Context: an optimization exercise on an open-source flow, tuned for small area, a short achievable clock period and few clock cycles per item. The choices shown serve that exercise and are no tape-out recipe.
The RTL was checked by simulation tests, not by an equivalence proof against the original design.
No activity file was given, so power comes from the tool's default toggle rates.

## avst_pkt_arbiter
module avst_pkt_arbiter #(
  parameter int N_PORTS = 4,
  parameter int DATA_W  = avst_pkg::AVST_DATA_W,
  parameter int EMPTY_W = avst_pkg::AVST_EMPTY_W,
  parameter int CHAN_W  = avst_pkg::AVST_CHAN_W,
  parameter int IDX_W   = (N_PORTS > 1) ? $clog2(N_PORTS) : 1
) (
  input  logic                   clk,
  input  logic                   rst,
  input  logic [N_PORTS-1:0]     avst_in_valid,
  output logic [N_PORTS-1:0]     avst_in_ready,
  input  logic [N_PORTS-1:0]     avst_in_startofpacket,
  input  logic [N_PORTS-1:0]     avst_in_endofpacket,
  input  logic [N_PORTS*DATA_W-1:0]  avst_in_data,
  input  logic [N_PORTS*EMPTY_W-1:0] avst_in_empty,
  input  logic [N_PORTS*CHAN_W-1:0]  avst_in_channel,
  input  logic                   avst_out_ready,
  output logic                   avst_out_valid,
  output logic                   avst_out_startofpacket,
  output logic                   avst_out_endofpacket,
  output logic [DATA_W-1:0]      avst_out_data,
  output logic [EMPTY_W-1:0]     avst_out_empty,
  output logic [CHAN_W-1:0]      avst_out_channel,
  output logic [IDX_W-1:0]       avst_out_port,
  output logic                   sop_err
);
  ...
Size: ~1600 cells after synthesis, ~20000 um^2 of cells after synthesis.
Settings: LEC_CHECK=0, CAP_MARGIN=20, CORE_AREA=5 5 295 295, DIE_AREA=0 0 300 300, SLEW_MARGIN=20; clock period 4.5 ns.
standard.sh (not shown) runs the stock make flow with config.mk's settings and CLKGATE_MAP_FILE= SYNTH_SCRIPT=/design/flow/synth_recipe.tcl, a recipe that flattens the netlist after the stock synthesis.
==> flow/flow/run.sh <==
#!/bin/bash
# The standard layout, with every port buffer made from the smallest buffer cell
# (the standard flow leaves the choice to the resizer, which picks a slow delay buffer).
set -o pipefail
export BUFFER_PORTS_ARGS="-buffer_cell sky130_fd_sc_hd__buf_1"
bash standard.sh > standard.log 2>&1
The starting point failed in I/O pin placement (3_2_place_iop) with PPL-0024.
Testbench counts at the start, summed over its fixed seeds: cycles 8,437, beats 7,399.
Then changed:
Settings changed: CORE_AREA 5 5 295 295 to 5 5 475 475, DIE_AREA 0 0 300 300 to 0 0 480 480, SETUP_SLACK_MARGIN set to 2.0.
Outcome: With this change the flow finished with timing, DRC and antenna clean. Synthesized area does not change. Synthesized cell count does not change.
Then changed:
Settings changed: SETUP_SLACK_MARGIN 2.0 to not set.
=> Die area does not change; worst setup slack gets worse by 660 ps; clock-buffer cell count came out higher by 1; design area shrinks by 1.4%.

---

== run A ==
Another version of the RTL of avst_pkt_arbiter (not shown whole).
For scale: ~550 flip-flops, roughly 21,000 sq um of cells after synthesis.
clock: 4.5 ns
lec_check: 0
cap_margin: 20
core_area: 5 5 255 255
die_area: 0 0 260 260
setup_slack_margin: 2.2
slew_margin: 20
==> flow/flow/run.sh <==
#!/bin/bash
# The standard layout, with every port buffer made from the smallest buffer cell
# (the standard flow leaves the choice to the resizer, which picks a slow delay buffer),
# and pins allowed on every routing track so that the die can be small.
set -o pipefail
export BUFFER_PORTS_ARGS="-buffer_cell sky130_fd_sc_hd__buf_1"
export PLACE_PINS_ARGS="-min_distance 1 -min_distance_in_tracks"
bash standard.sh > standard.log 2>&1
Run A went all the way through the flow, and no timing, DRC or antenna check failed.
Testbench counts of run A, summed over its fixed seeds: cycles 8,437, beats 7,399.
Relative to run A, the following input files were edited for run B:
- CTS_CLUSTER_DIAMETER: unset -> 70
- CTS_CLUSTER_SIZE: unset -> 25
### Flow results
- Combinational share of power was higher in run B than in run A.
- In the flow results for run B and run A, the buffer and inverter count on the worst path is larger on run B.
- Utilization run A -> run B: down
- Re wire length of the first global-routing pass: run B and run A aren't equal, and the higher value belongs to run A.
- Cmp run B vs run A: number of antenna violations at the first check in global routing lower in run B
- Relative area of clock buffers and inverters in the final design in run B is 2.2 points lower than in run A
- For count of clock-buffer cells in the layout, dividing the value from run B by the value from run A gives 0.50.
- Worst hold slack (lower): run A
- ~same maximum frequency in run B and run A
- From run A to run B the numbers moved as follows: combinational power closely matched the old numbers, design area decreased by about 2.5% relative to the old numbers.
[inputs] run C vs run B
- CORE_AREA now 5 5 455 455, was 5 5 255 255
- CTS_CLUSTER_SIZE no longer set, was 25
- DIE_AREA now 0 0 460 460, was 0 0 260 260
- CTS_CLUSTER_DIAMETER no longer set, was 70
==> flow/flow/run.sh <==
#!/bin/bash
# The standard layout, with every port buffer made from the smallest buffer cell
# (the standard flow leaves the choice to the resizer, which picks a slow delay buffer).
set -o pipefail
export BUFFER_PORTS_ARGS="-buffer_cell sky130_fd_sc_hd__buf_1"
bash standard.sh > standard.log 2>&1
==> comparison <==
- Run C against run B: initial core utilization lost 23 points, fraction of layout instances using a drive strength above 1 picked up an extra 6.4 points, layout clock buffer count picked up an extra about 80%, sequential power picked up an extra about 2%, number of non-clock buffers in the layout lost 6.
- Maximum vdd drop (run C vs. run B) increases by more than half
- The higher first-pass GRT wire length of run B and run C is in run C.
Input-level comparison between run D and run C:
- changing DIE_AREA from 0 0 460 460 to 0 0 260 260
- setting CTS_CLUSTER_SIZE to 20 for the first time
- setting CTS_CLUSTER_DIAMETER to 60 for the first time
- changing CORE_AREA from 5 5 455 455 to 5 5 255 255
==> flow/flow/run.sh <==
#!/bin/bash
# The standard layout, with every port buffer made from the smallest buffer cell
# (the standard flow leaves the choice to the resizer, which picks a slow delay buffer),
# and pins allowed on every routing track so that the die can be small.
set -o pipefail
export BUFFER_PORTS_ARGS="-buffer_cell sky130_fd_sc_hd__buf_1"
export PLACE_PINS_ARGS="-min_distance 1 -min_distance_in_tracks"
bash standard.sh > standard.log 2>&1
Findings:
- Run D: all stages complete, timing, DRC and antenna checks passed
- Diff run C -> run D: final hold slack higher; global-route usage over all layers higher; first-pass GRT wire length lower.

-- what the ideal ports hide --
Ports are ideal in the flow. The routed layouts listed here were re-timed in OpenROAD. Step 1 assumes that a clkbuf_16 drives the clock port and a buf_2 every other input. Step 2 also shifts input and output timing later by t, the mid clock arrival at the registers, as if the neighbouring blocks saw the same clock. a / b / c = ideal / step 1 / step 2; a / b = the first two.
run	t (ns)	slack for setup (ns)	clock arrival spread, ns	cell pins on the clock port's net
the second run of note 1	0.712	1.655 / 1.598 / 1.598	0.043 / 0.043	1
the third run of note 1	0.746	0.997 / 0.969 / 0.969	0.059 / 0.059	1
run A	0.661	2.023 / 1.962 / 1.697	0.018 / 0.019	1
run B	0.633	2.020 / 1.922 / 1.640	0.038 / 0.038	1
run C	0.732	1.910 / 1.738 / 1.524	0.041 / 0.041	1
run D	0.631	2.027 / 1.961 / 1.716	0.032 / 0.032	1
After both steps setup and hold are still met in every run listed. For run C, which loses most, drivers alone change the setup slack by -0.172 ns; drivers and shift together by -0.386 ns.
